Source: an optimization exercise on an open RTL-to-GDS flow (aim: small area, a short achievable clock period and few clock cycles per item). Production flows keep margins and buffers that such runs may drop.
In this exercise RTL edits were held to simulation tests only and were not proved equivalent to the original.

==> flow/design.v (outline; a module is shown in full before it is edited, if it fits) <==
// module idc_controller: 30 lines
// module idc_datapath: 1706 lines
// module idc_fa: 10 lines
// module idc_gp: 8 lines
// module inclusive_day_count_between_dates: 44 lines
module inclusive_day_count_between_dates #(
	parameter int unsigned MAX_YEAR = 9999
) (
	input  logic        clk,
	input  logic        arst_n,
	input  logic        dates_valid,
	output logic        dates_ready,
	input  logic [4:0]  dates_start_day,
	input  logic [3:0]  dates_start_month,
	input  logic [13:0] dates_start_year,
	input  logic [4:0]  dates_end_day,
	input  logic [3:0]  dates_end_month,
	input  logic [13:0] dates_end_year,
	output logic        result_valid,
	input  logic        result_ready,
	output logic [21:0] result_day_count,
	output logic        result_order_error
);
  // ...
==> flow/flow/run.sh <==
#!/bin/bash
# The standard layout (the standard.sh, unchanged synthesis), with the
# port buffers made from the smallest buffer cell instead of the default
# choice; the resizer still upsizes them where timing needs it. ORFS writes
# each step's full log under orfs/logs; make's own output goes to
# standard.log.
set -uo pipefail
bash standard.sh "BUFFER_PORTS_ARGS=-buffer_cell sky130_fd_sc_hd__buf_1" finish > standard.log 2>&1
==> flow/standard.sh <==
#!/bin/bash
# synth_recipe.tcl (not shown) runs the flow's synth.tcl, then flattens the netlist and writes it again
# the make line also repeats each setting of config.mk as NAME=value (left out here)
make -C /OpenROAD-flow-scripts/flow DESIGN_CONFIG=/design/flow/config.mk WORK_HOME=/design/flow/orfs CLKGATE_MAP_FILE= SYNTH_SCRIPT=/design/flow/synth_recipe.tcl "${@:-finish}"
==> flow/config.mk <==
export PLATFORM = sky130hd
export DESIGN_NAME = inclusive_day_count_between_dates
export DESIGN_NICKNAME = inclusive_day_count_between_dates
export VERILOG_FILES = /design/flow/design.v
export SDC_FILE = /design/flow/constraint.sdc
export NUM_CORES = 4
export LEC_CHECK = 0
export CAP_MARGIN = 20
export CORE_MARGIN = 2
export CORE_UTILIZATION = 40
export CTS_BUF_LIST = sky130_fd_sc_hd__clkbuf_8
export SETUP_SLACK_MARGIN = 5
export SLEW_MARGIN = 20
export SYNTH_HIERARCHICAL = 1
==> flow/constraint.sdc <==
create_clock -name core_clock -period 10.0 [get_ports {clk}]
set_input_delay 2.0000 -clock core_clock [delete_from_list [all_inputs] [get_ports {clk}]]
set_output_delay 2.0000 -clock core_clock [all_outputs]
set_load 0.01 [all_outputs]
==> reports/qor.csv, run 1 <==
stage,metric,value,unit
cells_and_area,"commonest non-fill, non-tap cells in the layout","a21o_1, fa_1, ha_1",
cells_and_area,final std cells w/o fill,1247,
global_route,initial antenna violation count,0,
timing,fmax,201,MHz
yosys,dominant combinational cell family by area after synthesis,adder cells,
timing,worst-margin pin slew,0.830,ns
setup_path,worst r2r dst,u_dp.r_q[22]$_DFFE_PP_,
yosys,Post-Syn Area,0.00952,mm^2
place,placed insts,1220,
timing,setup ws final,5.02,ns
setup_path,slowest CP cell,fa_1,
global_route,vias in the first global route,6228,
timing,period utilisation layout,49.8,%
place,Post-DP HPWL,16600,um
yosys,"Net Count, Synth",1151,
worst_hold_path,hold endpoint,u_ctrl.v2_q$_DFFE_PN0P_,
yosys,Synth Area in Compound Gates,12.8,%
yosys,"Distinct cells, synth",45,
clocking,CTS clock-pin slew for the worst setup and hold paths,0.08,ns
setup_path,CP most frequent cell,a21o_1,
yosys,post-synthesis xor/xnor area fraction,6.62,%
outcome,outcome,no timing/DRC/antenna violations,
setup_path,r2r startpoint,u_dp.sb_q[0]$_SDFFCE_PP1P_,
cells_and_area,seq_cells,68,
yosys,post-synthesis mux area share,0.894,%
route,highest metal used,met4,
worst_hold_path,Hold Crit Class,reg -> reg,
global_route,Tot GR Track Use,16.6,%
setup_path,crit start category,register,
setup_path,CP startpoint,u_dp.sb_q[0]$_SDFFCE_PP1P_,
worst_hold_path,Hold Path Cell Cnt,1,
worst_hold_path,worst hold start,u_ctrl.v1_q$_DFFE_PN0P_,
cells_and_area,non-clock inverter count,56,
cells_and_area,layout cell share with drive strength beyond 1,7.22,%
global_route,met1 Usage GRT,24.6,%
place,RePlAce Congestion,0.842,
floorplan,Well Taps,319,
Testbench counts, summed over its fixed seeds: cycles 3,216, items 3,200.
==> run 2: changes to the inputs <==
--- a/flow/design.v
+++ b/flow/design.v
@@ -865,57 +865,35 @@
 	assign d_v_72 = d_v_17 ^ d_v_44;
 	assign d_v_73 = d_v_19 ^ d_v_58;
 	assign d_v_74 = d_v_21 ^ d_v_50;
 	assign d_v_75 = d_v_23 ^ d_v_60;
 	assign d_v_76 = 1'b1 ^ d_v_46;
 	logic [12:0] da;
 	assign da = {d_v_76, d_v_75, d_v_74, d_v_73, d_v_72, d_v_71, d_v_70, d_v_69, d_v_68, d_v_67, d_v_66, d_v_65, d_v_64};
 	logic [8:0] te_t;
-	always_comb begin
-		case (e_month)
-			4'd0: te_t = 9'd0;
-			4'd1: te_t = 9'd0;
-			4'd2: te_t = 9'd31;
-			4'd3: te_t = 9'd59;
-			4'd4: te_t = 9'd90;
-			4'd5: te_t = 9'd120;
-			4'd6: te_t = 9'd151;
-			4'd7: te_t = 9'd181;
-			4'd8: te_t = 9'd212;
-			4'd9: te_t = 9'd243;
-			4'd10: te_t = 9'd273;
-			4'd11: te_t = 9'd304;
-			4'd12: te_t = 9'd334;
-			4'd13: te_t = 9'd365;
-			4'd14: te_t = 9'd365;
-			4'd15: te_t = 9'd365;
-		endcase
-	end
+	assign te_t[0] = (e_month == 4'd2) || (e_month == 4'd3) || (e_month == 4'd6) || (e_month == 4'd7) || (e_month == 4'd9) || (e_month == 4'd10) || (e_month == 4'd13) || (e_month == 4'd14) || (e_month == 4'd15);
+	assign te_t[1] = (e_month == 4'd2) || (e_month == 4'd3) || (e_month == 4'd4) || (e_month == 4'd6) || (e_month == 4'd9) || (e_month == 4'd12);
+	assign te_t[2] = (e_month == 4'd2) || (e_month == 4'd6) || (e_month == 4'd7) || (e_month == 4'd8) || (e_month == 4'd12) || (e_month == 4'd13) || (e_month == 4'd14) || (e_month == 4'd15);
+	assign te_t[3] = (e_month == 4'd2) || (e_month == 4'd3) || (e_month == 4'd4) || (e_month == 4'd5) || (e_month == 4'd12) || (e_month == 4'd13) || (e_month == 4'd14) || (e_month == 4'd15);
+	assign te_t[4] = (e_month == 4'd2) || (e_month == 4'd3) || (e_month == 4'd4) || (e_month == 4'd5) || (e_month == 4'd6) || (e_month == 4'd7) || (e_month == 4'd8) || (e_month == 4'd9) || (e_month == 4'd10) || (e_month == 4'd11);
+	assign te_t[5] = (e_month == 4'd3) || (e_month == 4'd5) || (e_month == 4'd7) || (e_month == 4'd9) || (e_month == 4'd11) || (e_month == 4'd13) || (e_month == 4'd14) || (e_month == 4'd15);
+	assign te_t[6] = (e_month == 4'd4) || (e_month == 4'd5) || (e_month == 4'd8) || (e_month == 4'd9) || (e_month == 4'd12) || (e_month == 4'd13) || (e_month == 4'd14) || (e_month == 4'd15);
+	assign te_t[7] = (e_month == 4'd6) || (e_month == 4'd7) || (e_month == 4'd8) || (e_month == 4'd9);
+	assign te_t[8] = (e_month == 4'd10) || (e_month == 4'd11) || (e_month == 4'd12) || (e_month == 4'd13) || (e_month == 4'd14) || (e_month == 4'd15);
 	logic [8:0] ts_t;
-	always_comb begin
-		case (s_month)
-			4'd0: ts_t = 9'd365;
-			4'd1: ts_t = 9'd365;
-			4'd2: ts_t = 9'd334;
-			4'd3: ts_t = 9'd306;
-			4'd4: ts_t = 9'd275;
-			4'd5: ts_t = 9'd245;
-			4'd6: ts_t = 9'd214;
-			4'd7: ts_t = 9'd184;
-			4'd8: ts_t = 9'd153;
-			4'd9: ts_t = 9'd122;
-			4'd10: ts_t = 9'd92;
-			4'd11: ts_t = 9'd61;
-			4'd12: ts_t = 9'd31;
-			4'd13: ts_t = 9'd0;
-			4'd14: ts_t = 9'd0;
-			4'd15: ts_t = 9'd0;
-		endcase
-	end
+	assign ts_t[0] = (s_month == 4'd0) || (s_month == 4'd1) || (s_month == 4'd4) || (s_month == 4'd5) || (s_month == 4'd8) || (s_month == 4'd11) || (s_month == 4'd12);
+	assign ts_t[1] = (s_month == 4'd2) || (s_month == 4'd3) || (s_month == 4'd4) || (s_month == 4'd6) || (s_month == 4'd9) || (s_month == 4'd12);
+	assign ts_t[2] = (s_month == 4'd0) || (s_month == 4'd1) || (s_month == 4'd2) || (s_month == 4'd5) || (s_month == 4'd6) || (s_month == 4'd10) || (s_month == 4'd11) || (s_month == 4'd12);
+	assign ts_t[3] = (s_month == 4'd0) || (s_month == 4'd1) || (s_month == 4'd2) || (s_month == 4'd7) || (s_month == 4'd8) || (s_month == 4'd9) || (s_month == 4'd10) || (s_month == 4'd11) || (s_month == 4'd12);
+	assign ts_t[4] = (s_month == 4'd3) || (s_month == 4'd4) || (s_month == 4'd5) || (s_month == 4'd6) || (s_month == 4'd7) || (s_month == 4'd8) || (s_month == 4'd9) || (s_month == 4'd10) || (s_month == 4'd11) || (s_month == 4'd12);
+	assign ts_t[5] = (s_month == 4'd0) || (s_month == 4'd1) || (s_month == 4'd3) || (s_month == 4'd5) || (s_month == 4'd7) || (s_month == 4'd9) || (s_month == 4'd11);
+	assign ts_t[6] = (s_month == 4'd0) || (s_month == 4'd1) || (s_month == 4'd2) || (s_month == 4'd5) || (s_month == 4'd6) || (s_month == 4'd9) || (s_month == 4'd10);
+	assign ts_t[7] = (s_month == 4'd5) || (s_month == 4'd6) || (s_month == 4'd7) || (s_month == 4'd8);
+	assign ts_t[8] = (s_month == 4'd0) || (s_month == 4'd1) || (s_month == 4'd2) || (s_month == 4'd3) || (s_month == 4'd4);
 	logic [4:0] sdn;
 	assign sdn = ~s_day;
 	logic w_v_1;
 	logic w_v_2;
 	logic w_v_3;
 	logic w_v_4;
 	logic w_v_5;
 	logic w_v_6;
@@ -1073,50 +1051,42 @@
 	assign w_v_83 = w_v_45 ^ w_v_61;
 	assign w_v_84 = w_v_28 ^ w_v_73;
 	logic [9:0] v;
 	assign v = {w_v_84, w_v_83, w_v_82, w_v_81, w_v_80, w_v_79, w_v_78, w_v_77, w_v_76, w_v_75};
 	logic [12:0] da_q;
 	logic [6:0]  sc_q, ecn_q;
 	logic        sl_q, eln_q;
 	logic [9:0]  v_q;
-	logic [1:0]  sb_q, eb_q;
+	logic [2:0]  db_q;
 	always_ff @(posedge clk) begin
 		if (en1) begin
 			da_q  <= {~da[12], da[11:0]};
 			sc_q  <= s_u;
 			ecn_q <= ~e_u;
 			sl_q  <= s_lp;
 			eln_q <= ~e_lp;
 			v_q   <= v;
-			sb_q  <= s_b;
-			eb_q  <= e_b;
+			db_q  <= {1'b0, e_b} - {1'b0, s_b};
 		end
 	end
 	logic [12:0] yb_t;
-	always_comb begin
-		case ({eb_q, sb_q})
-			4'd0: yb_t = 13'd3604;
-			4'd1: yb_t = 13'd3239;
-			4'd2: yb_t = 13'd2874;
-			4'd3: yb_t = 13'd2509;
-			4'd4: yb_t = 13'd3969;
-			4'd5: yb_t = 13'd3604;
-			4'd6: yb_t = 13'd3239;
-			4'd7: yb_t = 13'd2874;
-			4'd8: yb_t = 13'd4334;
-			4'd9: yb_t = 13'd3969;
-			4'd10: yb_t = 13'd3604;
-			4'd11: yb_t = 13'd3239;
-			4'd12: yb_t = 13'd4699;
-			4'd13: yb_t = 13'd4334;
-			4'd14: yb_t = 13'd3969;
-			4'd15: yb_t = 13'd3604;
-		endcase
-	end
+	assign yb_t[0] = (db_q == 3'd1) || (db_q == 3'd3) || (db_q == 3'd5) || (db_q == 3'd7);
+	assign yb_t[1] = (db_q == 3'd2) || (db_q == 3'd3) || (db_q == 3'd6) || (db_q == 3'd7);
+	assign yb_t[2] = (db_q == 3'd0) || (db_q == 3'd2) || (db_q == 3'd5) || (db_q == 3'd7);
+	assign yb_t[3] = (db_q == 3'd2) || (db_q == 3'd3) || (db_q == 3'd5) || (db_q == 3'd6);
+	assign yb_t[4] = (db_q == 3'd0) || (db_q == 3'd3) || (db_q == 3'd6);
+	assign yb_t[5] = (db_q == 3'd2) || (db_q == 3'd4) || (db_q == 3'd6) || (db_q == 3'd7);
+	assign yb_t[6] = (db_q == 3'd2) || (db_q == 3'd3) || (db_q == 3'd4) || (db_q == 3'd5);
+	assign yb_t[7] = (db_q == 3'd1) || (db_q == 3'd2) || (db_q == 3'd5) || (db_q == 3'd7);
+	assign yb_t[8] = (db_q == 3'd1) || (db_q == 3'd5) || (db_q == 3'd6);
+	assign yb_t[9] = (db_q == 3'd0) || (db_q == 3'd1) || (db_q == 3'd3) || (db_q == 3'd6);
+	assign yb_t[10] = (db_q == 3'd0) || (db_q == 3'd1) || (db_q == 3'd7);
+	assign yb_t[11] = (db_q == 3'd0) || (db_q == 3'd1) || (db_q == 3'd4) || (db_q == 3'd5) || (db_q == 3'd6) || (db_q == 3'd7);
+	assign yb_t[12] = (db_q == 3'd2) || (db_q == 3'd3);
 	logic t_1;
 	logic t_2;
 	logic t_3;
 	logic t_4;
 	logic t_5;
 	logic t_6;
 	logic t_7;
 	logic t_8;
--- a/flow/config.mk
+++ b/flow/config.mk
@@ -4,11 +4,11 @@
 export VERILOG_FILES = /design/flow/design.v
 export SDC_FILE = /design/flow/constraint.sdc
 export NUM_CORES = 4
 export LEC_CHECK = 0
 export CAP_MARGIN = 20
 export CORE_MARGIN = 2
 export CORE_UTILIZATION = 40
 export CTS_BUF_LIST = sky130_fd_sc_hd__clkbuf_8
-export SETUP_SLACK_MARGIN = 5
+export SETUP_SLACK_MARGIN = 4.7
 export SLEW_MARGIN = 20
 export SYNTH_HIERARCHICAL = 1
==> run 2 against run 1 <==
Net effect: wire length is essentially flat; critical path depth decreased by 7; still clean; final cell count is 6.3% lower; worst hold slack got worse by 0.024 ns; critical endpoint is now u_dp.sl_q$_DFFE_PP_; count of clock-buffer cells in the layout did not move; non-clock buffer count is 10 lower; die area fell by 3.2%.
==> reports/qor.csv, run 2 <==
stage,metric,value,unit,change
timing,Final TNS setup,0,ns,
setup_path,slowest CP cell,fa_1,,
yosys,yosys synthesis warning count,8,,
route,vias,5924,,
timing,worst-margin pin slew,0.832,ns,+0.00178 ns
place,Port Buffer Count,74,,
route,Pre-Repair DR Iteration Count,4,,
floorplan,Die Ht,156,um,
cells_and_area,"commonest non-fill, non-tap cells in the layout","a21o_1, fa_1, ha_1",,
cells_and_area,nets,1170,,
worst_hold_path,Hold Crit Class,reg -> reg,,
clocking,CTS clock-pin slew for the worst setup and hold paths,0.08,ns,about the same
yosys,Seq cells post-synth,67,,
cells_and_area,layout cell share with drive strength beyond 1,3.17,%,-4.0 points
yosys,top-area cell type share of the netlist area,28.1,%,
floorplan,Top-Level Pins,75,,
global_route,vias in the first global route,6267,,+0.63%
timing,period utilisation layout,51.9,%,+2.1 points
setup_path,crit end category,register,,
global_route,initial antenna violation count,0,,unchanged
route,Post-route DRC,0,,
timing,post-route clock skew,0.0118,ns,
clocking,CTS sink count,67,,
cells_and_area,design area,0.00998,mm^2,
yosys,"Net Count, Synth",1101,,-4.3%
timing,min cycle time layout,5.19,ns,
worst_hold_path,Hold Path Cell Cnt,1,,unchanged
global_route,Tot GR Track Use,17.3,%,+0.67 points
setup_path,r2r startpoint,u_dp.db_q[1]$_DFFE_PP_,,
clocking,TritonCTS clock tree,yes,,
setup_path,WP data required,10.10,ns,
clocking,Post CTS Setup Buffer Count,0,,
setup_path,crit start category,primary input,,
place,placed insts,1152,,-5.6%
cells_and_area,Area Growth Syn to Fin,8.44,%,
yosys,"Distinct cells, synth",49,,+8.9%
route,total wire length,19700,um,
yosys,Post-synth EDFFs,65,,
route,DR vias/cell,5.07,,
setup_path,critical-path cell list,buf_1 > fa_1 > fa_1 > ha_1 > and2_1 > and2_1 > a21o_1 > a21o_1 > xnor2_1 > nor2b_1 > nor4_1 > nor3_1,,
floorplan,Core Area,0.0226,mm^2,
route,initial detailed-routing violation count,332,,
clocking,H-tree depth,3,,
global_route,first-pass GRT wire length,32700,um,
place,RePlAce Congestion,0.849,,+0.82%
global_route,largest net degree at the start of global routing,44,,
yosys,Post-Syn Area,0.00921,mm^2,-3.3%
setup_path,CP max stage delay,0.49,ns,
clocking,later-pin clock latency in the skew report,0.36,ns,
yosys,Async SR Flop Fraction,2.99,%,
setup_path,WS Path Type,in -> reg,,
setup_path,Bufs and invs on worst path,1,,
place,Placement Cell Area,0.00978,mm^2,
cells_and_area,final std cells w/o fill,1168,,-6.3%
cells_and_area,max reg flops,23,,
yosys,Yosys top cell by area,fa_1,,
yosys,most frequent cell after synthesis,a21o_1,,
cells_and_area,ANT cells,0,,
timing,Final Hold Viols,0,,
timing,fmax,193,MHz,-4.0%
timing,Finish-stage setup viols,0,,
clocking,Clock Path Buffers,2,,
yosys,most common library cells after synthesis,"a21o_1, fa_1, ha_1",,
floorplan,Die X-Extent,156,um,
setup_path,CP arrival,5.29,ns,
timing,max-slew violation count,0,,
cells_and_area,"most common cell after layout, fill and taps aside",a21o_1,,
setup_path,CP startpoint,dates_start_year[8],,
clocking,root buffer cell,clkbuf_8,,
floorplan,row count,55,,
outcome,outcome,no timing/DRC/antenna violations,,
yosys,top post-synthesis cells by area,"fa_1, edfxtp_1, ha_1",,
setup_path,R2R depth,16,,
clocking,clock buffer count from CTS,9,,
yosys,Mapped Avg Cell Area,11.4,um^2,
place,Post-DP HPWL,16700,um,+0.22%
cells_and_area,Top reg by flops,u_dp.r_q,,
setup_path,flop-to-flop setup slack,4.98,ns,
setup_path,CP max FO,9,,
cells_and_area,biggest regs,"u_dp.r_q: 23 flops, u_dp.da_q: 13 flops, u_dp.v_q: 10 flops",,
global_route,total grt overflow,0,,
run,max_cap viols,0,,
yosys,Syn Inst Count,809,,
yosys,sequential element share of the synthesized area,21.7,%,
route,wire length per cell,16.9,um,
yosys,Synth Flop Type,edfxtp_1,,
setup_path,CP endpoint,u_dp.sl_q$_DFFE_PP_,,
setup_path,CP top delay family,adder cells,,
setup_path,worst r2r dst,u_dp.r_q[22]$_DFFE_PP_,,
setup_path,WP depth,12,,
floorplan,area of the die,0.0242,mm^2,
route,ANT nets after route,0,,
timing,Slew HR,44.4,%,
floorplan,Initial Utilization,40.7,%,
timing,unrepaired setup endpoints after global routing,false,,
run 2: changes by cell type after synthesis, sizes merged, moves of 2 or more:
| cell | before | now |
|---|---|---|
| a21o | 129 | 131 |
| buf | 7 | 1 |
| clkbuf | 9 | 16 |
| ha | 130 | 113 |
| inv | 56 | 53 |
| mux2i | 4 | 1 |
| nand2 | 27 | 30 |
| nand2b | 13 | 10 |
| nand4 | 4 | 2 |
| nor2 | 30 | 27 |
| nor3 | 8 | 5 |
| o21ai | 19 | 11 |
run 2: repair_timing:
item,4_1_cts,5_1_grt
setup endpoints to repair,0,1
hold buffers,0,0
gates resized for setup,0,2
endpoints found under the hold margin,0,0
run 2: worst min path at each step:
stage	slack, ns	from	end
after floorplan	0.46	u_ctrl.v1_q$_DFFE_PN0P_	u_ctrl.v2_q$_DFFE_PN0P_
after global placement	0.50	u_ctrl.v1_q$_DFFE_PN0P_	u_ctrl.v2_q$_DFFE_PN0P_
after detailed placement	0.52	u_ctrl.v1_q$_DFFE_PN0P_	u_ctrl.v2_q$_DFFE_PN0P_
after CTS	0.53	u_ctrl.v1_q$_DFFE_PN0P_	u_ctrl.v2_q$_DFFE_PN0P_
after global routing	0.57	u_ctrl.v1_q$_DFFE_PN0P_	u_ctrl.v1_q$_DFFE_PN0P_
final	0.52	u_ctrl.v1_q$_DFFE_PN0P_	u_ctrl.v2_q$_DFFE_PN0P_
run 2: per-module statistics from Yosys, one instance, submodules excluded, excerpt:
module          copies in the design  flip-flops and latches
idc_fa                           128                       0
idc_datapath                       1                      65
idc_controller                     1                       2
idc_gp                           128                       0
run 2: kinds of logic (layout without fill, tap and decap cells):
family	count (synthesis)	count (layout)	share of synthesized area, %
AND/OR/NAND/NOR	187	187	11.3
AO/OA/AOI/OAI	168	168	13.5
buffers and inverters	70	144	2.89
adder cells (fa/ha/maj)	242	242	43.4
multiplexers	2	2	0.231
XOR/XNOR	73	73	6.94
flip-flops	67	67	21.7
run 2: area by class of cell:
class	instances	area [um^2]
Sequential cell	67	2000
Fill cell	2142	12700
Inverter	53	199
Clock inverter	7	73.8
Multi-Input combinational cell	672	6940
Tap cell	285	357
Clock buffer	9	124
Timing Repair Buffer	75	288
run 2: metrics by stage:
| step | util (%) | setup WS (ns) | hold WS [ns] |
|---|---|---|---|
| final | 44.1 | 4.81 | 0.524 |
| after global placement | 43.2 | 4.38 | 0.502 |
| after detailed placement | 43.2 | 4.39 | 0.515 |
| after CTS | 44.1 | 4.76 | 0.534 |
| after global routing | 44.1 | 4.71 | 0.574 |
| after floorplan | - | 4.74 | 0.458 |
run 2: layer usage:
layer | vias to the layer above | global-route usage [%] | wire length (um)
li1 | 2935 | - | -
met1 | 2863 | 25.5 | 9940
met2 | 109 | 27.6 | 8940
met3 | 17 | 1.92 | 537
met4 | 0 | 3.49 | 267
met5 | - | 0 | 0
Testbench counts of run 2, summed over its fixed seeds: cycles 3,216, items 3,200.
==> run 3: changes to the inputs <==
--- a/flow/config.mk
+++ b/flow/config.mk
@@ -9,6 +9,6 @@
 export CORE_MARGIN = 2
 export CORE_UTILIZATION = 40
 export CTS_BUF_LIST = sky130_fd_sc_hd__clkbuf_8
-export SETUP_SLACK_MARGIN = 4.7
+export SETUP_SLACK_MARGIN = 5
 export SLEW_MARGIN = 20
 export SYNTH_HIERARCHICAL = 1
==> run 3 against run 2 <==
Net effect: still clean; via count up 0.76%; final cell count increased by 0.26%; critical endpoint is now dates_ready.
==> reports/qor.csv, run 3 <==
stage,metric,value,unit,change
outcome,outcome,no timing/DRC/antenna violations,,
yosys,Syn Inst Count,809,,unchanged
cells_and_area,layout cell share with drive strength beyond 1,5.98,%,+2.8 points
setup_path,WS Path Type,in -> out,,
clocking,Clock Path Buffers,2,,unchanged
global_route,most crowded layer after global routing,met2,,
route,wire length per cell,16.6,um,-1.2%
route,initial detailed-routing violation count,342,,+3.0%
timing,Slew HR,48.3,%,+4.0 points
global_route,total grt overflow,0,,unchanged
cells_and_area,"commonest non-fill, non-tap cells in the layout","a21o_1, fa_1, ha_1",,
timing,worst-margin pin slew,0.770,ns,-0.0618 ns
clocking,CTS clock-pin slew for the worst setup and hold paths,0.07,ns,about the same
setup_path,CP startpoint,result_ready,,
setup_path,crit start category,primary input,,
floorplan,Core Area,0.0226,mm^2,unchanged
setup_path,CP max stage delay,0.44,ns,-0.05 ns
cells_and_area,Area Growth Syn to Fin,9.19,%,
route,vias,5969,,+0.76%
yosys,most common library cells after synthesis,"a21o_1, fa_1, ha_1",,
timing,Final Hold Viols,0,,unchanged
yosys,Mapped Avg Cell Area,11.4,um^2,unchanged
setup_path,WP data required,8.00,ns,-2.10 ns
clocking,clock buffer count from CTS,9,,unchanged
place,Port Buffer Count,74,,unchanged
setup_path,CP max FO,43,,+34
place,Post-DP HPWL,16400,um,-1.3%
worst_hold_path,worst hold start,u_ctrl.v1_q$_DFFE_PN0P_,,
clocking,later-pin clock latency in the skew report,0.36,ns,about the same
yosys,top post-synthesis cells by area,"fa_1, edfxtp_1, ha_1",,
route,DR vias/cell,5.10,,+0.50%
place,Placement Cell Area,0.00978,mm^2,unchanged
yosys,most frequent cell after synthesis,a21o_1,,
floorplan,Die X-Extent,156,um,unchanged
cells_and_area,nets,1174,,+0.34%
yosys,sequential element share of the synthesized area,21.7,%,unchanged
cells_and_area,biggest regs,"u_dp.r_q: 23 flops, u_dp.da_q: 13 flops, u_dp.v_q: 10 flops",,
route,Pre-Repair DR Iteration Count,4,,unchanged
cells_and_area,ANT cells,0,,unchanged
timing,Final TNS setup,0,ns,unchanged
cells_and_area,final std cells w/o fill,1171,,+0.26%
yosys,Post-synth EDFFs,65,,unchanged
cells_and_area,Top reg by flops,u_dp.r_q,,
run,max_cap viols,0,,unchanged
setup_path,CP arrival,2.93,ns,-2.36 ns
yosys,Seq cells post-synth,67,,unchanged
clocking,CTS sink count,67,,unchanged
route,ANT nets after route,0,,unchanged
setup_path,critical-path cell list,buf_1 > nor2b_4 > nand2_2 > buf_4 > buf_1,,
yosys,Post-Syn Area,0.00921,mm^2,unchanged
timing,fmax,203,MHz,+5.3%
global_route,initial antenna violation count,0,,unchanged
floorplan,row count,55,,unchanged
yosys,yosys synthesis warning count,8,,unchanged
cells_and_area,max reg flops,23,,unchanged
setup_path,slowest CP cell,buf_4,,
clocking,root buffer cell,clkbuf_8,,
global_route,GR Util met3,1.86,%,-0.056 points
timing,unrepaired setup endpoints after global routing,true,,
setup_path,crit end category,output port,,
global_route,first-pass GRT wire length,32300,um,-1.3%
route,Post-route DRC,0,,unchanged
floorplan,area of the die,0.0242,mm^2,unchanged
global_route,met2 usage,28.0,%,+0.36 points
cells_and_area,filler cell count,2135,,-0.33%
yosys,Synth Flop Type,edfxtp_1,,
place,placed insts,1152,,unchanged
yosys,Async SR Flop Fraction,2.99,%,unchanged
yosys,"Net Count, Synth",1101,,unchanged
floorplan,Initial Utilization,40.7,%,unchanged
route,total wire length,19500,um,-0.99%
yosys,Yosys top cell by area,fa_1,,
setup_path,CP most frequent cell,buf_1,,
timing,post-route clock skew,0.0186,ns,+0.00683 ns
timing,Finish-stage setup viols,0,,unchanged
clocking,H-tree depth,3,,unchanged
floorplan,Die Ht,156,um,unchanged
setup_path,r2r startpoint,u_dp.da_q[4]$_DFFE_PP_,,
global_route,vias in the first global route,6274,,+0.11%
place,RePlAce Congestion,0.850,,+0.16%
timing,min cycle time layout,4.93,ns,-0.260 ns
global_route,met1 Usage GRT,24.6,%,-0.90 points
yosys,top-area cell type share of the netlist area,28.1,%,unchanged
clocking,hold buffer count at cts,0,,unchanged
yosys,"Distinct cells, synth",49,,unchanged
global_route,largest net degree at the start of global routing,44,,unchanged
cells_and_area,design area,0.0101,mm^2,+0.69%
global_route,Tot GR Track Use,17.0,%,-0.21 points
timing,max-slew violation count,0,,unchanged
clocking,TritonCTS clock tree,yes,,
timing,period utilisation layout,49.3,%,-2.6 points
floorplan,Top-Level Pins,75,,unchanged
worst_hold_path,Hold Crit Class,reg -> reg,,
run 3: cell counts after synthesis:
No cell type changed its count.
run 3: final cells by class:
class	count	area [um^2]	area share (%)
inverter	53	199	1.98
multi-input combinational	672	6990	69.6
clock inverter	6	42.5	0.423
sequential	67	2000	19.9
timing repair buffer	79	334	3.32
clock buffer	9	124	1.23
tap	285	357	3.55
run 3: per-layer routing:
layer  wire (um)  part of all wire [%]  vias to the layer above
met5           0                     0                        -
met4         140                  0.72                        0
met3         724                   3.7                       13
met2        8920                    46                      115
met1        9710                    50                     2899
li1            -                     -                     2942
run 3: metrics by stage:
stage	setup slack, ns	util, %	hold WS (ns)
6_report	5.07	44.4	0.519
3_5_place_dp	4.53	43.2	0.508
2_1_floorplan	5.02	-	0.478
3_3_place_gp	4.53	43.2	0.502
5_1_grt	4.91	44.4	0.555
4_1_cts	4.98	44.0	0.528
run 3: cells by family after synthesis:
family	share of synthesized area [%]
multiplexers	0.231
AND/OR/NAND/NOR	11.3
adder cells (fa/ha/maj)	43.4
XOR/XNOR	6.94
AO/OA/AOI/OAI	13.5
buffers and inverters	2.89
flip-flops	21.7
run 3: modules after synthesis, one instance, submodules excluded, a selection:
| module | copies in the design | cell area, um^2 | cells |
|---|---|---|---|
| idc_datapath | 1 | 5590 | 545 |
| idc_controller | 1 | 92.6 | 8 |
| idc_fa | 128 | 20.0 | 1 |
| idc_gp | 128 | 7.51 | 1 |
run 3: final timing paths:
| kind | end | slack (ns) | cells past startpoint |
|---|---|---|---|
| min | u_ctrl.v2_q$_DFFE_PN0P_ | 0.52 | 1 |
| max | dates_ready | 5.07 | 5 |
| min reg2reg | u_ctrl.v2_q$_DFFE_PN0P_ | 0.52 | 1 |
| min in group asynchronous | u_ctrl.v1_q$_DFFE_PN0P_ | 1.42 | 1 |
| max reg2reg | u_dp.r_q[22]$_DFFE_PP_ | 5.18 | 13 |
| max in group asynchronous | u_ctrl.v2_q$_DFFE_PN0P_ | 8.46 | 1 |
run 3: critical path, delay by kind of cell:
| kind | cells | cell delay, ns |
|---|---|---|
| AND/OR/NAND/NOR | 2 | 0.12 |
| buffers and inverters | 3 | 0.78 |
run 3: what timing repair did:
item | in CTS | in global routing
setup endpoints to repair | 3 | 14
gates resized for setup | 2 | 23
setup buffers | 0 | 4
pin swaps | 0 | 3
hold endpoints to repair | 0 | 0
cloned | 0 | 0
==> module idc_controller, before the edit <==
module idc_controller (
	input  logic clk,
	input  logic arst_n,
	input  logic in_valid,
	output logic in_ready,
	output logic out_valid,
	input  logic out_ready,
	output logic en1,
	output logic en2
);
	logic v1_q;
	logic v2_q;
	assign en2      = !v2_q || out_ready;
	assign en1      = !v1_q || en2;
	assign in_ready = en1;
	always_ff @(posedge clk or negedge arst_n) begin
		if (!arst_n) begin
			v1_q <= 1'b0;
			v2_q <= 1'b0;
		end else begin
			if (en1) begin
				v1_q <= in_valid;
			end
			if (en2) begin
				v2_q <= v1_q;
			end
		end
	end
	assign out_valid = v2_q;
endmodule
==> module inclusive_day_count_between_dates, before the edit <==
module inclusive_day_count_between_dates #(
	parameter int unsigned MAX_YEAR = 9999
) (
	input  logic        clk,
	input  logic        arst_n,
	input  logic        dates_valid,
	output logic        dates_ready,
	input  logic [4:0]  dates_start_day,
	input  logic [3:0]  dates_start_month,
	input  logic [13:0] dates_start_year,
	input  logic [4:0]  dates_end_day,
	input  logic [3:0]  dates_end_month,
	input  logic [13:0] dates_end_year,
	output logic        result_valid,
	input  logic        result_ready,
	output logic [21:0] result_day_count,
	output logic        result_order_error
);
	logic en1;
	logic en2;
	idc_controller u_ctrl (
		.clk       (clk),
		.arst_n    (arst_n),
		.in_valid  (dates_valid),
		.in_ready  (dates_ready),
		.out_valid (result_valid),
		.out_ready (result_ready),
		.en1       (en1),
		.en2       (en2)
	);
	idc_datapath u_dp (
		.clk         (clk),
		.en1         (en1),
		.en2         (en2),
		.s_day       (dates_start_day),
		.s_month     (dates_start_month),
		.s_year      (dates_start_year),
		.e_day       (dates_end_day),
		.e_month     (dates_end_month),
		.e_year      (dates_end_year),
		.day_count   (result_day_count),
		.order_error (result_order_error)
	);
endmodule
==> run 4: changes to the inputs <==
--- a/flow/design.v
+++ b/flow/design.v
@@ -26,13 +26,15 @@
 	output logic out_valid,
 	input  logic out_ready,
 	output logic en1,
-	output logic en2
+	output logic en2,
+	output logic full
 );
 	logic v1_q;
 	logic v2_q;
 	assign en2      = !v2_q || out_ready;
 	assign en1      = !v1_q || en2;
 	assign in_ready = en1;
+	assign full     = v1_q && v2_q;
 	always_ff @(posedge clk or negedge arst_n) begin
 		if (!arst_n) begin
 			v1_q <= 1'b0;
@@ -1762,16 +1764,20 @@
 );
 	logic en1;
 	logic en2;
+	logic full;
+	logic ready_unused;
 	idc_controller u_ctrl (
 		.clk       (clk),
 		.arst_n    (arst_n),
 		.in_valid  (dates_valid),
-		.in_ready  (dates_ready),
+		.in_ready  (ready_unused),
 		.out_valid (result_valid),
 		.out_ready (result_ready),
 		.en1       (en1),
-		.en2       (en2)
+		.en2       (en2),
+		.full      (full)
 	);
+	assign dates_ready = !full || result_ready;
 	idc_datapath u_dp (
 		.clk         (clk),
 		.en1         (en1),
==> run 4 against run 3 <==
Net effect: wire length decreased by 4.6%; final area about the same; first-iteration DRC count decreased by 2.6%; clock skew decreased by 0.0083 ns.
==> reports/qor.csv, run 4 <==
stage,metric,value,unit,change
cells_and_area,layout cell share with drive strength beyond 1,4.17,%,-1.8 points
clocking,H-tree depth,3,,unchanged
global_route,total grt overflow,0,,unchanged
cells_and_area,nets,1175,,+0.085%
setup_path,Bufs and invs on worst path,0,,-3
setup_path,CP top delay family,adder cells,,
route,Pre-Repair DR Iteration Count,4,,unchanged
place,RePlAce Congestion,0.832,,-2.2%
setup_path,CP max stage delay,0.51,ns,+0.07 ns
timing,fmax,206,MHz,+1.4%
global_route,GR Util met3,1.56,%,-0.31 points
floorplan,area of the die,0.0243,mm^2,+0.12%
place,Post-DP HPWL,15900,um,-2.9%
global_route,largest net degree at the start of global routing,43,,-2.3%
yosys,yosys synthesis warning count,8,,unchanged
yosys,"Net Count, Synth",1106,,+0.45%
global_route,met1 Usage GRT,24.3,%,-0.25 points
timing,Slew HR,31.5,%,-17 points
timing,Final Hold Viols,0,,unchanged
floorplan,Top-Level Pins,75,,unchanged
route,initial detailed-routing violation count,333,,-2.6%
setup_path,crit end category,register,,
cells_and_area,design area,0.0100,mm^2,about the same
route,DR vias/cell,5.07,,-0.52%
outcome,outcome,no timing/DRC/antenna violations,,
setup_path,WS Path Type,reg -> reg,,
floorplan,Die Ht,156,um,about the same
route,ANT nets after route,0,,unchanged
clocking,root buffer cell,clkbuf_8,,
clocking,clock buffer count from CTS,9,,unchanged
yosys,Post-Syn Area,0.00922,mm^2,+0.12%
route,total wire length,18600,um,-4.6%
run,max_cap viols,0,,unchanged
timing,min cycle time layout,4.86,ns,-0.0661 ns
global_route,initial antenna violation count,0,,unchanged
cells_and_area,"most common cell after layout, fill and taps aside",a21o_1,,
setup_path,slowest CP cell,fa_1,,
global_route,met2 usage,25.7,%,-2.3 points
clocking,TritonCTS clock tree,yes,,
floorplan,row count,55,,unchanged
cells_and_area,end-of-flow core utilization,44.4,%,about the same
route,wire length per cell,15.9,um,-4.7%
timing,unrepaired setup endpoints after global routing,true,,
global_route,Tot GR Track Use,16.1,%,-0.90 points
setup_path,CP most frequent cell,a21o_1,,
timing,worst-margin pin slew,1.02,ns,+0.254 ns
place,Port Buffer Count,74,,unchanged
timing,post-route clock skew,0.0103,ns,-0.00830 ns
cells_and_area,ANT cells,0,,unchanged
setup_path,CP arrival,4.94,ns,+2.01 ns
yosys,Syn Inst Count,814,,+0.62%
clocking,CTS clock-pin slew for the worst setup and hold paths,0.07,ns,about the same
global_route,vias in the first global route,6001,,-4.4%
timing,Final TNS setup,0,ns,unchanged
cells_and_area,Area Growth Syn to Fin,8.99,%,
timing,period utilisation layout,48.6,%,-0.66 points
cells_and_area,max reg flops,23,,unchanged
global_route,most crowded layer after global routing,met2,,
clocking,Clock Path Buffers,2,,unchanged
timing,Finish-stage setup viols,0,,unchanged
setup_path,WP data required,10.08,ns,+2.08 ns
clocking,hold buffer count at cts,0,,unchanged
clocking,later-pin clock latency in the skew report,0.36,ns,about the same
timing,max-slew violation count,0,,unchanged
worst_hold_path,Hold Crit Class,reg -> reg,,
setup_path,CP max FO,7,,-84%
place,Placement Cell Area,0.00979,mm^2,about the same
floorplan,Die X-Extent,156,um,about the same
cells_and_area,Top reg by flops,u_dp.r_q,,
route,Post-route DRC,0,,unchanged
setup_path,critical-path cell list,nand2b_1 > nand2_1 > o21ai_0 > fa_1 > fa_1 > fa_1 > fa_1 > ha_1 > a21o_1 > a21o_1 > a21o_1 > a21o_1 > a21o_1 > a21o_1 > xnor2_1 > xnor2_1,,
route,vias,5948,,-0.35%
cells_and_area,"commonest non-fill, non-tap cells in the layout","a21o_1, fa_1, ha_1",,
cells_and_area,biggest regs,"u_dp.r_q: 23 flops, u_dp.da_q: 13 flops, u_dp.v_q: 10 flops",,
floorplan,Initial Utilization,40.7,%,+0.050 points
yosys,Mapped Avg Cell Area,11.3,um^2,-0.49%
floorplan,Core Area,0.0226,mm^2,unchanged
setup_path,crit start category,register,,
clocking,CTS sink count,67,,unchanged
global_route,first-pass GRT wire length,31000,um,-4.1%
## run 4: path summary, 6_finish.rpt
path | startpoint | end | slack (ns) | cells past startpoint
worst max-delay path | u_dp.db_q[1]$_DFFE_PP_ | u_dp.r_q[22]$_DFFE_PP_ | 5.14 | 16
worst min-delay path | u_ctrl.v1_q$_DFFE_PN0P_ | u_ctrl.v2_q$_DFFE_PN0P_ | 0.54 | 1
worst max register to register | u_dp.db_q[1]$_DFFE_PP_ | u_dp.r_q[22]$_DFFE_PP_ | 5.14 | 16
worst min register to register | u_ctrl.v1_q$_DFFE_PN0P_ | u_ctrl.v2_q$_DFFE_PN0P_ | 0.54 | 1
max in group asynchronous | arst_n | u_ctrl.v2_q$_DFFE_PN0P_ | 8.45 | 1
min in group asynchronous | arst_n | u_ctrl.v1_q$_DFFE_PN0P_ | 1.42 | 1
## run 4: timing repair
action	CTS	global route
resized for setup	1	9
endpoints found under the setup margin	2	5
cloned	0	0
setup buffers	0	2
endpoints found under the hold margin	0	0
## run 4: layout make-up
type                    count  area (um^2)
clock buffers               9          124
clock inverters             7         98.8
fillers                  2161        12600
inverters                  53          199
multi-input cells         676         6960
flip-flops and latches     67         2000
well taps                 285          357
repair buffers             76          302
## run 4: metal layers
metal	vias to the layer above	wire (um)
li1	2956	-
met1	2876	9490
met2	107	8470
met3	9	513
met4	0	122
met5	-	0
## run 4: through the flow
| step | setup slack, ns | instances | hold slack [ns] |
|---|---|---|---|
| after floorplan | 5.04 | 814 | 0.472 |
| after global placement | 4.68 | 1155 | 0.523 |
| after detailed placement | 4.60 | 1155 | 0.524 |
| after CTS | 5.03 | 1171 | 0.541 |
| after global routing | 4.90 | 1173 | 0.585 |
| final | 5.14 | 1173 | 0.541 |
Testbench counts of run 4, summed over its fixed seeds: cycles 3,216, items 3,200.
==> run 5: changes to the inputs <==
==> flow/flow/run.sh (replaced) <==
#!/bin/bash
# The standard layout (the standard.sh, unchanged synthesis), with the
# port buffers made from the smallest buffer cell instead of the default
# choice (the resizer still upsizes them where timing needs it), and the
# resizer's setup target 5.6 ns below the clock period instead of 5. ORFS writes
# each step's full log under orfs/logs; make's own output goes to
# standard.log.
set -uo pipefail
bash standard.sh "BUFFER_PORTS_ARGS=-buffer_cell sky130_fd_sc_hd__buf_1" SETUP_SLACK_MARGIN=5.6 finish > standard.log 2>&1
==> run 5 against run 4 <==
Net effect: fmax is 5.0% higher; worst setup slack improved by 0.23 ns; non-clock buffer count grew 75; sequential cell count is the same; final cell count increased by 6.4%.
==> reports/qor.csv, run 5 <==
stage,metric,value,unit,change
yosys,Post-Syn Area,0.00922,mm^2,unchanged
cells_and_area,biggest regs,"u_dp.r_q: 23 flops, u_dp.da_q: 13 flops, u_dp.v_q: 10 flops",,
clocking,TritonCTS clock tree,yes,,
cells_and_area,area of the multi-input gates,0.00738,mm^2,+5.9%
cells_and_area,end-of-flow core utilization,49.6,%,+5.3 points
route,vias,6334,,+6.5%
yosys,Syn Inst Count,814,,unchanged
yosys,Mapped Avg Cell Area,11.3,um^2,unchanged
timing,Finish-stage setup viols,0,,unchanged
floorplan,Top-Level Pins,75,,unchanged
floorplan,Die Ht,156,um,unchanged
cells_and_area,layout cell share with drive strength beyond 1,19.6,%,+15 points
global_route,first-pass GRT wire length,33700,um,+8.8%
setup_path,WP data required,10.09,ns,about the same
run,max_cap viols,0,,unchanged
global_route,total grt overflow,0,,unchanged
cells_and_area,"commonest non-fill, non-tap cells in the layout","a21o_1, fa_1, ha_1",,
clocking,later-pin clock latency in the skew report,0.35,ns,about the same
yosys,yosys synthesis warning count,8,,unchanged
route,WL met2,9790,um,+16%
timing,worst-margin pin slew,0.979,ns,-0.0454 ns
clocking,CTS clock-pin slew for the worst setup and hold paths,0.08,ns,about the same
place,Post-DP HPWL,16200,um,+1.9%
cells_and_area,Area Growth Syn to Fin,21.9,%,
setup_path,CP max FO,5,,-2
cells_and_area,design area,0.0112,mm^2,+12%
global_route,vias in the first global route,6586,,+9.7%
cells_and_area,filler cell count,2002,,-7.4%
global_route,Tot GR Track Use,17.6,%,+1.4 points
timing,post-route clock skew,0.0127,ns,+0.00244 ns
floorplan,Die X-Extent,156,um,unchanged
route,Post-route DRC,0,,unchanged
timing,Final TNS setup,0,ns,unchanged
timing,unrepaired setup endpoints after global routing,true,,
timing,fmax,216,MHz,+5.0%
cells_and_area,Top reg by flops,u_dp.r_q,,
clocking,root buffer cell,clkbuf_8,,
route,ANT nets after route,0,,unchanged
route,Pre-Repair DR Iteration Count,6,,+2
cells_and_area,nets,1250,,+6.4%
floorplan,row count,55,,unchanged
setup_path,WS Path Type,reg -> reg,,
timing,Slew HR,34.5,%,+3.0 points
place,Port Buffer Count,74,,unchanged
setup_path,CP arrival,4.72,ns,-0.22 ns
clocking,H-tree depth,3,,unchanged
clocking,Clock Path Buffers,2,,unchanged
route,met3 WL,573,um,+12%
global_route,initial antenna violation count,0,,unchanged
worst_hold_path,Hold Crit Class,reg -> reg,,
clocking,clock buffer count from CTS,9,,unchanged
cells_and_area,Sequential Area,0.00200,mm^2,unchanged
floorplan,Initial Utilization,40.7,%,unchanged
global_route,largest net degree at the start of global routing,43,,unchanged
route,WL met1,10000,um,+5.3%
timing,max-slew violation count,0,,unchanged
floorplan,Core Area,0.0226,mm^2,unchanged
setup_path,crit start category,register,,
cells_and_area,max reg flops,23,,unchanged
setup_path,crit end category,register,,
clocking,CTS sink count,67,,unchanged
floorplan,area of the die,0.0243,mm^2,unchanged
route,total wire length,20600,um,+11%
route,wire length per cell,16.5,um,+4.4%
timing,min cycle time layout,4.63,ns,-0.233 ns
cells_and_area,"most common cell after layout, fill and taps aside",a21o_1,,
place,RePlAce Congestion,0.786,,-5.5%
route,highest metal used,met4,,
route,initial detailed-routing violation count,288,,-14%
cells_and_area,ANT cells,0,,unchanged
place,Placement Cell Area,0.00984,mm^2,+0.60%
outcome,outcome,no timing/DRC/antenna violations,,
route,DR vias/cell,5.08,,about the same
clocking,hold buffer count at cts,0,,unchanged
timing,Final Hold Viols,0,,unchanged
yosys,"Net Count, Synth",1106,,unchanged
timing,period utilisation layout,46.3,%,-2.3 points
-- run 5: per-stage QoR --
step,instances,setup WS (ns),hold WS (ns)
after floorplan,814,5.16,0.472
after global placement,1155,4.73,0.527
after detailed placement,1155,4.68,0.532
after CTS,1229,5.35,0.551
after global routing,1248,5.23,0.574
final,1248,5.37,0.541
-- run 5: layer usage --
layer  up-vias  GRT usage, %
li1       3099             -
met1      3111          25.1
met2       107          29.2
met3        17          1.69
met4         0          3.80
met5         -             0
-- run 5: layout make-up --
class                   instances  area share (%)
inverters                      53            1.77
clock buffers                   9            1.10
well taps                     285            3.17
repair buffers                151            9.78
multi-input cells             676            65.6
flip-flops and latches         67            17.8
clock inverters                 7           0.735
-- run 5: worst paths after layout --
| kind | start | to | slack [ns] | cells past startpoint |
|---|---|---|---|---|
| setup reg to reg | u_dp.db_q[0]$_DFFE_PP_ | u_dp.r_q[22]$_DFFE_PP_ | 5.37 | 16 |
| hold reg to reg | u_ctrl.v1_q$_DFFE_PN0P_ | u_ctrl.v2_q$_DFFE_PN0P_ | 0.54 | 1 |
| max in group asynchronous | arst_n | u_ctrl.v2_q$_DFFE_PN0P_ | 8.46 | 1 |
| hold / removal | u_ctrl.v1_q$_DFFE_PN0P_ | u_ctrl.v2_q$_DFFE_PN0P_ | 0.54 | 1 |
| min in group asynchronous | arst_n | u_ctrl.v1_q$_DFFE_PN0P_ | 1.42 | 1 |
| setup / recovery | u_dp.db_q[0]$_DFFE_PP_ | u_dp.r_q[22]$_DFFE_PP_ | 5.37 | 16 |
-- run 5: critical path, cell delays in order (launching register included) --
cell,delay (ns)
edfxtp_1,0.57
nand2b_4,0.21
nand2_2,0.05
o21ai_2,0.12
fa_1,0.45
fa_2,0.35
fa_2,0.54
fa_1,0.45
ha_4,0.24
a21o_1,0.19
a21o_1,0.16
a21o_1,0.19
a21o_1,0.20
a21o_1,0.20
a21o_1,0.17
xnor2_1,0.13
xnor2_1,0.16
-- run 5: what timing repair did --
action / 4_1_cts / 5_1_grt
gates cloned: 1 / 0
resized for setup: 95 / 45
setup endpoints to repair: 38 / 37
buffers inserted: 57 / 19
pin swaps: 44 / 38
==> run 6: changes to the inputs <==
==> flow/flow/run.sh (replaced) <==
#!/bin/bash
# The standard layout (the standard.sh, unchanged synthesis), with the
# port buffers made from the smallest buffer cell instead of the default
# choice (the resizer still upsizes them where timing needs it), and the
# resizer's setup target 5.3 ns below the clock period instead of 5. ORFS writes
# each step's full log under orfs/logs; make's own output goes to
# standard.log.
set -uo pipefail
bash standard.sh "BUFFER_PORTS_ARGS=-buffer_cell sky130_fd_sc_hd__buf_1" SETUP_SLACK_MARGIN=5.3 finish > standard.log 2>&1
==> run 6 against run 5 <==
Net effect: register-to-register slack worse by 0.02 ns; fmax shrank 0.33%; still clean on timing, DRC and antenna; die area stayed put; first-iteration DRC count decreased by 31%.
==> reports/qor.csv, run 6 <==
stage,metric,value,unit,change
route,total wire length,19300,um,-6.5%
cells_and_area,max reg flops,23,,unchanged
setup_path,crit end category,register,,
outcome,outcome,no timing/DRC/antenna violations,,
route,Post-route DRC,0,,unchanged
timing,unrepaired setup endpoints after global routing,true,,
timing,post-route clock skew,0.0130,ns,+0.000277 ns
timing,worst-margin pin slew,1.01,ns,+0.0320 ns
cells_and_area,"commonest non-fill, non-tap cells in the layout","a21o_1, fa_1, ha_1",,
clocking,clock buffer count from CTS,9,,unchanged
setup_path,CP arrival,4.73,ns,about the same
route,vias,6051,,-4.5%
global_route,first-pass GRT wire length,31500,um,-6.6%
cells_and_area,nets,1203,,-3.8%
cells_and_area,Area Growth Syn to Fin,13.5,%,
timing,Final TNS setup,0,ns,unchanged
yosys,Mapped Avg Cell Area,11.3,um^2,unchanged
yosys,"Net Count, Synth",1106,,unchanged
global_route,largest net degree at the start of global routing,43,,unchanged
cells_and_area,Top reg by flops,u_dp.r_q,,
yosys,Post-Syn Area,0.00922,mm^2,unchanged
route,ANT nets after route,0,,unchanged
setup_path,r2r startpoint,u_dp.db_q[1]$_DFFE_PP_,,
floorplan,Die Ht,156,um,unchanged
timing,Finish-stage setup viols,0,,unchanged
clocking,root buffer cell,clkbuf_8,,
global_route,vias in the first global route,6090,,-7.5%
timing,Slew HR,32.4,%,-2.1 points
floorplan,Initial Utilization,40.7,%,unchanged
clocking,later-pin clock latency in the skew report,0.35,ns,about the same
clocking,CTS sink count,67,,unchanged
route,initial detailed-routing violation count,200,,-31%
cells_and_area,Sequential Area,0.00200,mm^2,unchanged
timing,max-slew violation count,0,,unchanged
place,Port Buffer Count,74,,unchanged
cells_and_area,layout cell share with drive strength beyond 1,11.2,%,-8.4 points
cells_and_area,filler cell count,2111,,+5.4%
clocking,CTS clock-pin slew for the worst setup and hold paths,0.08,ns,about the same
floorplan,Die X-Extent,156,um,unchanged
global_route,total grt overflow,0,,unchanged
clocking,H-tree depth,3,,unchanged
route,Pre-Repair DR Iteration Count,4,,-2
floorplan,Top-Level Pins,75,,unchanged
global_route,Tot GR Track Use,16.4,%,-1.1 points
timing,Final Hold Slack,0.546,ns,+0.00483 ns
timing,period utilisation layout,46.4,%,+0.16 points
yosys,Syn Inst Count,814,,unchanged
cells_and_area,biggest regs,"u_dp.r_q: 23 flops, u_dp.da_q: 13 flops, u_dp.v_q: 10 flops",,
global_route,initial antenna violation count,0,,unchanged
run,max_cap viols,0,,unchanged
cells_and_area,ANT cells,0,,unchanged
worst_hold_path,worst hold start,u_ctrl.v1_q$_DFFE_PN0P_,,
timing,Final Hold Viols,0,,unchanged
floorplan,row count,55,,unchanged
floorplan,area of the die,0.0243,mm^2,unchanged
timing,fmax,215,MHz,-0.33%
cells_and_area,area of the multi-input gates,0.00715,mm^2,-3.1%
setup_path,WS Path Type,reg -> reg,,
setup_path,CP startpoint,u_dp.db_q[1]$_DFFE_PP_,,
clocking,hold buffer count at cts,0,,unchanged
timing,setup ws final,5.36,ns,-0.0155 ns
setup_path,WP data required,10.09,ns,about the same
route,DR vias/cell,5.04,,-0.73%
route,wire length per cell,16.1,um,-2.9%
place,pre-CTS WS,4.68,ns,-0.00130 ns
clocking,TritonCTS clock tree,yes,,
floorplan,Core Area,0.0226,mm^2,unchanged
place,RePlAce Congestion,0.816,,+3.9%
place,Post-DP HPWL,16100,um,-1.1%
clocking,Clock Path Buffers,2,,unchanged
setup_path,CP max FO,5,,unchanged
yosys,yosys synthesis warning count,8,,unchanged
setup_path,crit start category,register,,
timing,min cycle time layout,4.64,ns,+0.0155 ns
cells_and_area,"most common cell after layout, fill and taps aside",a21o_1,,
worst_hold_path,Hold Crit Class,reg -> reg,,
run 6: worst paths after layout:
| check | cells past startpoint | slack (ns) | to |
|---|---|---|---|
| worst max-delay path | 16 | 5.36 | u_dp.r_q[22]$_DFFE_PP_ |
| worst min-delay path | 1 | 0.55 | u_ctrl.v2_q$_DFFE_PN0P_ |
| worst max register to register | 16 | 5.36 | u_dp.r_q[22]$_DFFE_PP_ |
| worst min register to register | 1 | 0.55 | u_ctrl.v2_q$_DFFE_PN0P_ |
| max in group asynchronous | 1 | 8.45 | u_ctrl.v2_q$_DFFE_PN0P_ |
| min in group asynchronous | 1 | 1.43 | u_ctrl.v1_q$_DFFE_PN0P_ |
run 6: through the flow:
step	util, %	instances	cell area (um^2)
detailed placement	43.4	1155	9820
finish	46.2	1201	10500
CTS	44.9	1185	10200
global placement	43.4	1155	9820
floorplan	-	814	9270
global route	46.2	1201	10500
run 6: critical path: stages, from the launching register on:
cell and delay (ns):
edfxtp_1 0.50, nand2b_1 0.23, nand2_1 0.09, o21ai_2 0.06, fa_1 0.46, fa_2 0.36
fa_1 0.47, fa_1 0.56, ha_4 0.21, a21o_1 0.19, a21o_1 0.17, a21o_4 0.21
a21o_1 0.21, a21o_1 0.20, a21o_1 0.17, xnor2_1 0.13, xnor2_1 0.16
run 6: repair_timing:
| action | 4_1_cts | 5_1_grt |
|---|---|---|
| pin swaps | 2 | 16 |
| endpoints found under the hold margin | 0 | 0 |
| buffers inserted | 14 | 16 |
| endpoints found under the setup margin | 13 | 11 |
| cloned | 0 | 0 |
| resized for setup | 18 | 43 |
run 6: layout make-up:
class,count,area share (%)
clock buffer,9,1.18
clock inverter,7,0.789
inverter,53,1.90
multi-input combinational,676,68.3
sequential,67,19.1
tap,285,3.41
timing repair buffer,104,5.32
run 6: layer usage:
| layer | GRT usage, % | wire length (um) |
|---|---|---|
| met5 | 0 | 0 |
| met1 | 24.8 | 9790 |
| met3 | 1.81 | 488 |
| met2 | 25.8 | 8850 |
| met4 | 3.06 | 176 |
==> run 7: changes to the inputs <==
==> flow/flow/run.sh (replaced) <==
#!/bin/bash
# The standard layout (the standard.sh, unchanged synthesis), with the
# port buffers made from the smallest buffer cell instead of the default
# choice (the resizer still upsizes them where timing needs it), and the
# resizer's setup target 5.15 ns below the clock period instead of 5. ORFS writes
# each step's full log under orfs/logs; make's own output goes to
# standard.log.
set -uo pipefail
bash standard.sh "BUFFER_PORTS_ARGS=-buffer_cell sky130_fd_sc_hd__buf_1" SETUP_SLACK_MARGIN=5.15 finish > standard.log 2>&1
==> run 7 against run 6 <==
Net effect: final area shrank 2.2%; sequential share of layout area is 0.44 points higher; worst hold slack got worse by 0.0030 ns; sequential cell count unchanged; utilization fell by 1.0 points; worst setup slack got worse by 0.076 ns; critical path depth stayed put; register-to-register slack got worse by 0.08 ns; die area unchanged; critical path type unchanged; critical endpoint unchanged; largest cell class unchanged; highest routed layer unchanged.
==> reports/qor.csv, run 7 <==
stage,metric,value,unit,change
outcome,outcome,no timing/DRC/antenna violations,,
setup_path,CP arrival,4.78,ns,+0.05 ns
route,WL met2,8440,um,-4.7%
setup_path,CP max FO,6,,+1
route,met3 WL,589,um,+21%
timing,worst-margin pin slew,1.02,ns,+0.00584 ns
yosys,yosys synthesis warning count,8,,unchanged
cells_and_area,"most common cell after layout, fill and taps aside",a21o_1,,
timing,period utilisation layout,47.2,%,+0.76 points
route,Pre-Repair DR Iteration Count,4,,unchanged
run,max_cap viols,0,,unchanged
setup_path,crit start category,register,,
cells_and_area,max reg flops,23,,unchanged
route,DR vias/cell,5.04,,about the same
floorplan,Die X-Extent,156,um,unchanged
timing,max-slew violation count,0,,unchanged
yosys,Mapped Avg Cell Area,11.3,um^2,unchanged
timing,Finish-stage setup viols,0,,unchanged
global_route,total grt overflow,0,,unchanged
place,pre-CTS WS,4.71,ns,+0.0316 ns
route,initial detailed-routing violation count,250,,+25%
timing,min cycle time layout,4.72,ns,+0.0758 ns
timing,post-route clock skew,0.0117,ns,-0.00129 ns
cells_and_area,Top reg by flops,u_dp.r_q,,
floorplan,area of the die,0.0243,mm^2,unchanged
route,Post-route DRC,0,,unchanged
global_route,vias in the first global route,6046,,-0.72%
place,RePlAce Congestion,0.833,,+2.1%
place,placed insts,1155,,unchanged
route,vias,5987,,-1.1%
cells_and_area,layout cell share with drive strength beyond 1,8.08,%,-3.2 points
route,highest metal used,met4,,
setup_path,crit end category,register,,
timing,Final Hold Viols,0,,unchanged
cells_and_area,nets,1192,,-0.91%
timing,fmax,212,MHz,-1.6%
yosys,"Net Count, Synth",1106,,unchanged
worst_hold_path,Hold Crit Class,reg -> reg,,
floorplan,Top-Level Pins,75,,unchanged
global_route,largest net degree at the start of global routing,43,,unchanged
cells_and_area,area of the multi-input gates,0.00707,mm^2,-1.1%
clocking,CTS sink count,67,,unchanged
clocking,later-pin clock latency in the skew report,0.34,ns,about the same
cells_and_area,Sequential Area,0.00200,mm^2,unchanged
clocking,root buffer cell,clkbuf_8,,
setup_path,WS Path Type,reg -> reg,,
cells_and_area,"commonest non-fill, non-tap cells in the layout","a21o_1, fa_1, ha_1",,
global_route,initial antenna violation count,0,,unchanged
floorplan,row count,55,,unchanged
cells_and_area,Area Growth Syn to Fin,11.0,%,
timing,unrepaired setup endpoints after global routing,true,,
clocking,clock buffer count from CTS,9,,unchanged
place,Port Buffer Count,74,,unchanged
floorplan,Core Area,0.0226,mm^2,unchanged
timing,setup ws final,5.28,ns,-0.0758 ns
clocking,TritonCTS clock tree,yes,,
place,Post-DP HPWL,15900,um,-0.98%
timing,Final TNS setup,0,ns,unchanged
setup_path,WP data required,10.06,ns,-0.03 ns
clocking,hold buffer count at cts,0,,unchanged
cells_and_area,filler cell count,2115,,+0.19%
global_route,first-pass GRT wire length,30900,um,-1.9%
cells_and_area,ANT cells,0,,unchanged
global_route,Tot GR Track Use,16.0,%,-0.40 points
yosys,Syn Inst Count,814,,unchanged
setup_path,flop-to-flop setup slack,5.28,ns,-0.08 ns
clocking,Clock Path Buffers,2,,unchanged
cells_and_area,final std cells w/o fill,1189,,-1.0%
floorplan,Die Ht,156,um,unchanged
yosys,Post-Syn Area,0.00922,mm^2,unchanged
route,total wire length,18900,um,-2.2%
timing,Slew HR,32.0,%,-0.39 points
floorplan,Initial Utilization,40.7,%,unchanged
clocking,H-tree depth,3,,unchanged
clocking,CTS clock-pin slew for the worst setup and hold paths,0.07,ns,about the same
route,wire length per cell,15.9,um,-1.2%
route,ANT nets after route,0,,unchanged
cells_and_area,biggest regs,"u_dp.r_q: 23 flops, u_dp.da_q: 13 flops, u_dp.v_q: 10 flops",,
route,WL met1,9610,um,-1.8%
-- run 7: area by class of cell --
class                      count  share of cell area [%]
multi-input combinational    676                    69.1
clock inverter                 6                   0.416
timing repair buffer          93                    4.30
tap                          285                    3.48
clock buffer                   9                    1.21
inverter                      53                    1.94
sequential                    67                    19.6
-- run 7: layer usage --
metal | up-vias | track usage, %
met4 | 0 | 3.71
li1 | 2979 | -
met1 | 2886 | 24.1
met2 | 109 | 25.0
met5 | - | 0
met3 | 13 | 1.61
-- run 7: metrics by stage --
stage | hold WS (ns) | utilization, % | instance area (um^2)
finish | 0.543 | 45.2 | 10200
global route | 0.563 | 45.2 | 10200
CTS | 0.549 | 44.1 | 9980
detailed placement | 0.529 | 43.3 | 9800
global placement | 0.520 | 43.3 | 9800
floorplan | 0.472 | - | 9250
-- run 7: path summary, 6_finish.rpt --
check | cells past startpoint | endpoint | start
setup reg to reg | 16 | u_dp.r_q[22]$_DFFE_PP_ | u_dp.db_q[0]$_DFFE_PP_
hold / removal | 1 | u_ctrl.v2_q$_DFFE_PN0P_ | u_ctrl.v1_q$_DFFE_PN0P_
min in group asynchronous | 1 | u_ctrl.v1_q$_DFFE_PN0P_ | arst_n
setup / recovery | 16 | u_dp.r_q[22]$_DFFE_PP_ | u_dp.db_q[0]$_DFFE_PP_
hold reg to reg | 1 | u_ctrl.v2_q$_DFFE_PN0P_ | u_ctrl.v1_q$_DFFE_PN0P_
max in group asynchronous | 1 | u_ctrl.v2_q$_DFFE_PN0P_ | arst_n
-- run 7: repair_timing --
item / CTS / global route
gates resized for setup: 4 / 27
setup endpoints to repair: 4 / 11
endpoints found under the hold margin: 0 / 0
pin swaps: 0 / 2
buffers inserted: 2 / 17
-- run 7: critical path: stages, from the launching register on --
cell	delay (ns)
edfxtp_1	0.56
nand2b_4	0.21
nand2_1	0.07
o21ai_2	0.13
fa_1	0.44
fa_1	0.40
fa_1	0.46
fa_1	0.53
ha_4	0.21
a21o_1	0.19
a21o_1	0.15
a21o_1	0.21
a21o_1	0.24
a21o_1	0.20
a21o_1	0.17
xnor2_1	0.13
xnor2_1	0.16

==> re-timing with driven ports <==
In the flow no input, the clock included, has a driving cell. The finished layouts below were timed again as built, in two steps.
Step 1, drivers: a clkbuf_16 drives clk and a buf_2 each remaining input, both assumed.
Step 2 times the ports against the registers' clock, not the clock port: input delays grow and output delays shrink by t, the midpoint of the rising clock arrivals with the driver on.
Three values: no drivers, after step 1, after step 2; two values: the first two.
run	shift t [ns]	setup WS [ns]	worst setup path at the end	clock arrival spread, ns
run 1	0.390	5.022 / 5.022 / 4.721	input to register	0.017 / 0.017
run 2	0.386	4.812 / 4.823 / 4.437	input to register	0.012 / 0.012
run 3	0.384	5.072 / 5.048 / 4.749	input to register	0.018 / 0.019
run 4	0.382	5.138 / 5.138 / 4.794	input to register	0.013 / 0.013
run 5	0.379	5.371 / 5.371 / 4.996	input to register	0.012 / 0.013
run 6	0.374	5.356 / 5.351 / 4.977	input to register	0.013 / 0.013
run 7	0.369	5.280 / 5.280 / 4.946	input to register	0.011 / 0.012
After both steps every run listed still meets setup and hold. The setup slack of run 6, which loses most, moves by -0.005 ns with the drivers and by -0.379 ns with both steps.
